Background: an optimization exercise with open tools, aiming at small area. Do not read the settings as production practice. Function was checked by simulation only, so behaviour that the tests miss may differ from the original. No activity file was given, so power comes from the tool's default toggle rates.

## the reference run
## ex_top
module ex_top (
    input  logic        clk,
    input  logic        reset,
    input  logic        in_valid,
    input  logic [31:0] pc,
    input  logic [31:0] instr,
    input  logic [31:0] rs1_data,
    input  logic [31:0] rs2_data,
    output logic        out_valid,
    output logic [31:0] result,
    output logic [4:0]  rd,
    output logic        rd_write,
    output logic        redirect,
    output logic        illegal,
    output logic [31:0] target
);
Size in the first run: about 1200 cells after synthesis, about 73 flip-flops, about 200 I/O pins.
==> module ex_add11, before the edit <==
module ex_add11 (input logic [10:0] a, input logic [10:0] b, input logic ci, output logic [10:0] s, output logic co);
    logic [10:0] p0;
    assign p0 = a ^ b;
    logic g_0_0;  assign g_0_0 = ci;
    logic g_1_1, p_1_1;  assign g_1_1 = a[0] & b[0];  assign p_1_1 = p0[0];
    logic g_2_2, p_2_2;  assign g_2_2 = a[1] & b[1];  assign p_2_2 = p0[1];
    logic g_3_3, p_3_3;  assign g_3_3 = a[2] & b[2];  assign p_3_3 = p0[2];
    logic g_4_4, p_4_4;  assign g_4_4 = a[3] & b[3];  assign p_4_4 = p0[3];
    logic g_5_5, p_5_5;  assign g_5_5 = a[4] & b[4];  assign p_5_5 = p0[4];
    logic g_6_6, p_6_6;  assign g_6_6 = a[5] & b[5];  assign p_6_6 = p0[5];
    logic g_7_7, p_7_7;  assign g_7_7 = a[6] & b[6];  assign p_7_7 = p0[6];
    logic g_8_8, p_8_8;  assign g_8_8 = a[7] & b[7];  assign p_8_8 = p0[7];
    logic g_9_9, p_9_9;  assign g_9_9 = a[8] & b[8];  assign p_9_9 = p0[8];
    logic g_10_10, p_10_10;  assign g_10_10 = a[9] & b[9];  assign p_10_10 = p0[9];
    logic g_11_11, p_11_11;  assign g_11_11 = a[10] & b[10];  assign p_11_11 = p0[10];
    logic g_1_0;  assign g_1_0 = g_1_1 | (p_1_1 & g_0_0);
    logic g_2_0;  assign g_2_0 = g_2_2 | (p_2_2 & g_1_0);
    logic g_3_0;  assign g_3_0 = g_3_3 | (p_3_3 & g_2_0);
    logic g_5_4;  assign g_5_4 = g_5_5 | (p_5_5 & g_4_4);
    logic p_5_4;  assign p_5_4 = p_5_5 & p_4_4;
    logic g_7_6;  assign g_7_6 = g_7_7 | (p_7_7 & g_6_6);
    logic p_7_6;  assign p_7_6 = p_7_7 & p_6_6;
    logic g_9_8;  assign g_9_8 = g_9_9 | (p_9_9 & g_8_8);
    logic p_9_8;  assign p_9_8 = p_9_9 & p_8_8;
    logic g_11_10;  assign g_11_10 = g_11_11 | (p_11_11 & g_10_10);
    logic p_11_10;  assign p_11_10 = p_11_11 & p_10_10;
    logic g_6_4;  assign g_6_4 = g_6_6 | (p_6_6 & g_5_4);
    logic p_6_4;  assign p_6_4 = p_6_6 & p_5_4;
    logic g_7_4;  assign g_7_4 = g_7_6 | (p_7_6 & g_5_4);
    logic p_7_4;  assign p_7_4 = p_7_6 & p_5_4;
    logic g_10_8;  assign g_10_8 = g_10_10 | (p_10_10 & g_9_8);
    logic p_10_8;  assign p_10_8 = p_10_10 & p_9_8;
    logic g_11_8;  assign g_11_8 = g_11_10 | (p_11_10 & g_9_8);
    logic p_11_8;  assign p_11_8 = p_11_10 & p_9_8;
    logic g_8_4;  assign g_8_4 = g_8_8 | (p_8_8 & g_7_4);
    logic p_8_4;  assign p_8_4 = p_8_8 & p_7_4;
    logic g_9_4;  assign g_9_4 = g_9_8 | (p_9_8 & g_7_4);
    logic p_9_4;  assign p_9_4 = p_9_8 & p_7_4;
    logic g_10_4;  assign g_10_4 = g_10_8 | (p_10_8 & g_7_4);
    logic p_10_4;  assign p_10_4 = p_10_8 & p_7_4;
    logic g_11_4;  assign g_11_4 = g_11_8 | (p_11_8 & g_7_4);
    logic p_11_4;  assign p_11_4 = p_11_8 & p_7_4;
    logic g_4_0;  assign g_4_0 = g_4_4 | (p_4_4 & g_3_0);
    logic g_5_0;  assign g_5_0 = g_5_4 | (p_5_4 & g_3_0);
    logic g_6_0;  assign g_6_0 = g_6_4 | (p_6_4 & g_3_0);
    logic g_7_0;  assign g_7_0 = g_7_4 | (p_7_4 & g_3_0);
    logic g_8_0;  assign g_8_0 = g_8_4 | (p_8_4 & g_3_0);
    logic g_9_0;  assign g_9_0 = g_9_4 | (p_9_4 & g_3_0);
    logic g_10_0;  assign g_10_0 = g_10_4 | (p_10_4 & g_3_0);
    logic g_11_0;  assign g_11_0 = g_11_4 | (p_11_4 & g_3_0);
    assign s[0] = p0[0] ^ g_0_0;
    assign s[1] = p0[1] ^ g_1_0;
    assign s[2] = p0[2] ^ g_2_0;
    assign s[3] = p0[3] ^ g_3_0;
    assign s[4] = p0[4] ^ g_4_0;
    assign s[5] = p0[5] ^ g_5_0;
    assign s[6] = p0[6] ^ g_6_0;
    assign s[7] = p0[7] ^ g_7_0;
    assign s[8] = p0[8] ^ g_8_0;
    assign s[9] = p0[9] ^ g_9_0;
    assign s[10] = p0[10] ^ g_10_0;
    assign co = g_11_0;
endmodule
clock: 7.0 ns
lec_check: 0
abc_area: 1
cap_margin: 20
core_margin: 2
core_utilization: 45
gpl_timing_driven: 0
slew_margin: 20
buffer_ports_args: -buffer_cell sky130_fd_sc_hd__buf_1
remove_abc_buffers: 1
recover_power: 100
cts_args: -sink_clustering_enable -repair_clock_nets -buf_list sky130_fd_sc_hd__clkbuf_8 -dont_use_dummy_load -sink_clustering_size 25 -sink_clustering_max_diameter 80
standard.sh (not shown) runs the stock make flow with config.mk's settings and CLKGATE_MAP_FILE= SYNTH_SCRIPT=/design/flow/synth_recipe.tcl, a recipe that flattens the netlist after the stock synthesis.
==> flow/flow/run.sh <==
#!/bin/bash
# The standard layout (standard.sh) with settings that save area:
# - synthesis maps with abc_area.script (resynthesis, delay-oriented mapping, then
#   area-only standard-cell mapping with mux matching) instead of ORFS's area
#   script; everything else in the ORFS scripts is unchanged,
# - no full/half adder cells extracted before ABC (ADDER_MAP_FILE empty), so
#   ABC maps the adders' gates with the rest of the logic,
# - port buffers from the smallest buffer cell,
# - synthesis buffers removed at floorplan, non-critical gates downsized after
#   global routing,
# - clock tree from clkbuf_8 without dummy loads.
set -euo pipefail
rm -rf scripts_abc
cp -r "$FLOW_HOME/scripts" scripts_abc
cp flow/abc_area.script scripts_abc/abc_area.script
cat >> "$FLOW_CONFIG" <<'EOC'
export BUFFER_PORTS_ARGS = -buffer_cell sky130_fd_sc_hd__buf_1
export REMOVE_ABC_BUFFERS = 1
export ADDER_MAP_FILE =
export RECOVER_POWER = 100
export CTS_ARGS = -sink_clustering_enable -repair_clock_nets -buf_list sky130_fd_sc_hd__clkbuf_8 -dont_use_dummy_load -sink_clustering_size 25 -sink_clustering_max_diameter 80
EOC
SCRIPTS_DIR="$PWD/scripts_abc" bash standard.sh > standard.log 2>&1
==> flow/flow/abc_area.script <==
strash
&get -n
&synch2
&nf -p
&put
strash
dch
amap -m -F 2
buffer -c
topo
stime -c
upsize -c
dnsize -c
The inputs of the trial run differ from those of the reference run as listed below.
diff --git a/flow/design.v b/flow/design.v
--- a/flow/design.v
+++ b/flow/design.v
@@ -289,44 +289,38 @@
     logic g_8_8, p_8_8;  assign g_8_8 = a[7] & b[7];  assign p_8_8 = p0[7];
     logic g_9_9, p_9_9;  assign g_9_9 = a[8] & b[8];  assign p_9_9 = p0[8];
     logic g_10_10, p_10_10;  assign g_10_10 = a[9] & b[9];  assign p_10_10 = p0[9];
     logic g_11_11, p_11_11;  assign g_11_11 = a[10] & b[10];  assign p_11_11 = p0[10];
     logic g_1_0;  assign g_1_0 = g_1_1 | (p_1_1 & g_0_0);
-    logic g_2_0;  assign g_2_0 = g_2_2 | (p_2_2 & g_1_0);
-    logic g_3_0;  assign g_3_0 = g_3_3 | (p_3_3 & g_2_0);
+    logic g_3_2;  assign g_3_2 = g_3_3 | (p_3_3 & g_2_2);
+    logic p_3_2;  assign p_3_2 = p_3_3 & p_2_2;
     logic g_5_4;  assign g_5_4 = g_5_5 | (p_5_5 & g_4_4);
     logic p_5_4;  assign p_5_4 = p_5_5 & p_4_4;
     logic g_7_6;  assign g_7_6 = g_7_7 | (p_7_7 & g_6_6);
     logic p_7_6;  assign p_7_6 = p_7_7 & p_6_6;
     logic g_9_8;  assign g_9_8 = g_9_9 | (p_9_9 & g_8_8);
     logic p_9_8;  assign p_9_8 = p_9_9 & p_8_8;
     logic g_11_10;  assign g_11_10 = g_11_11 | (p_11_11 & g_10_10);
     logic p_11_10;  assign p_11_10 = p_11_11 & p_10_10;
+    logic g_2_0;  assign g_2_0 = g_2_2 | (p_2_2 & g_1_0);
+    logic g_3_0;  assign g_3_0 = g_3_2 | (p_3_2 & g_1_0);
     logic g_6_4;  assign g_6_4 = g_6_6 | (p_6_6 & g_5_4);
     logic p_6_4;  assign p_6_4 = p_6_6 & p_5_4;
     logic g_7_4;  assign g_7_4 = g_7_6 | (p_7_6 & g_5_4);
     logic p_7_4;  assign p_7_4 = p_7_6 & p_5_4;
     logic g_10_8;  assign g_10_8 = g_10_10 | (p_10_10 & g_9_8);
     logic p_10_8;  assign p_10_8 = p_10_10 & p_9_8;
     logic g_11_8;  assign g_11_8 = g_11_10 | (p_11_10 & g_9_8);
     logic p_11_8;  assign p_11_8 = p_11_10 & p_9_8;
-    logic g_8_4;  assign g_8_4 = g_8_8 | (p_8_8 & g_7_4);
-    logic p_8_4;  assign p_8_4 = p_8_8 & p_7_4;
-    logic g_9_4;  assign g_9_4 = g_9_8 | (p_9_8 & g_7_4);
-    logic p_9_4;  assign p_9_4 = p_9_8 & p_7_4;
-    logic g_10_4;  assign g_10_4 = g_10_8 | (p_10_8 & g_7_4);
-    logic p_10_4;  assign p_10_4 = p_10_8 & p_7_4;
-    logic g_11_4;  assign g_11_4 = g_11_8 | (p_11_8 & g_7_4);
-    logic p_11_4;  assign p_11_4 = p_11_8 & p_7_4;
     logic g_4_0;  assign g_4_0 = g_4_4 | (p_4_4 & g_3_0);
     logic g_5_0;  assign g_5_0 = g_5_4 | (p_5_4 & g_3_0);
     logic g_6_0;  assign g_6_0 = g_6_4 | (p_6_4 & g_3_0);
     logic g_7_0;  assign g_7_0 = g_7_4 | (p_7_4 & g_3_0);
-    logic g_8_0;  assign g_8_0 = g_8_4 | (p_8_4 & g_3_0);
-    logic g_9_0;  assign g_9_0 = g_9_4 | (p_9_4 & g_3_0);
-    logic g_10_0;  assign g_10_0 = g_10_4 | (p_10_4 & g_3_0);
-    logic g_11_0;  assign g_11_0 = g_11_4 | (p_11_4 & g_3_0);
+    logic g_8_0;  assign g_8_0 = g_8_8 | (p_8_8 & g_7_0);
+    logic g_9_0;  assign g_9_0 = g_9_8 | (p_9_8 & g_7_0);
+    logic g_10_0;  assign g_10_0 = g_10_8 | (p_10_8 & g_7_0);
+    logic g_11_0;  assign g_11_0 = g_11_8 | (p_11_8 & g_7_0);
     assign s[0] = p0[0] ^ g_0_0;
     assign s[1] = p0[1] ^ g_1_0;
     assign s[2] = p0[2] ^ g_2_0;
     assign s[3] = p0[3] ^ g_3_0;
     assign s[4] = p0[4] ^ g_4_0;
### Flow results
Looking at cell type of the slowest stage on the worst timing path, the sky130_fd_sc_hd__a2111oi_0 result is from the trial run; the sky130_fd_sc_hd__a222oi_1 one comes from the reference run.
Number of vias after detailed routing of the trial run falls short of that of the reference run by a few percent.
[the trial run vs the reference run] actual slew at the worst max-slew pin: higher in the trial run
NOTE full die area the reference run->the trial run decreased slightly
From the reference run to the trial run the numbers moved as follows: design area down about 2.3%; fraction of power consumed by the clock network increased by 0.2 points relative to the old numbers.
Summary: with the reference run as the reference, power density over the cells in the trial run moved up slightly.
Re synthesized area: the reference run and the trial run aren't equal, and the higher value belongs to the reference run.
Fraction of area in multi-input gates: the trial run vs the reference run — no meaningful difference
Diff the reference run -> the trial run: wire length reported by the detailed router lower, clock network contribution to total cell area barely changed, post-route non-filler standard cell count fell 33.

[separate check: timing with driven ports]
The results above use ideal ports. As a check the final layouts listed here were re-extracted and re-timed, cells and wires unchanged.
Step 1 (the two cells are an assumption about what drives the block):
set clk [get_ports {clk}]
set_driving_cell -lib_cell sky130_fd_sc_hd__clkbuf_16 $clk
set_driving_cell -lib_cell sky130_fd_sc_hd__buf_2 [delete_from_list [all_inputs] $clk]
Step 2 also shifts input and output timing later by t, the mid clock arrival at the registers, as if the neighbouring blocks saw the same clock.
Three values: no drivers, after step 1, after step 2; two values: the first two.
run | shift t [ns] | slack for setup (ns) | worst setup path after step 2 | worst slew at a driven data input, ns
the reference run | 0.427 | 0.232 / 0.250 / -0.177 | input to register | 0.05
the trial run | 0.427 | 0.347 / 0.359 / -0.068 | input to register | 0.04
Met with ideal ports but missed after step 2: setup timing in the reference run and the trial run. The setup slack of the trial run, which loses most, moves by +0.012 ns with the drivers and by -0.415 ns with both steps.
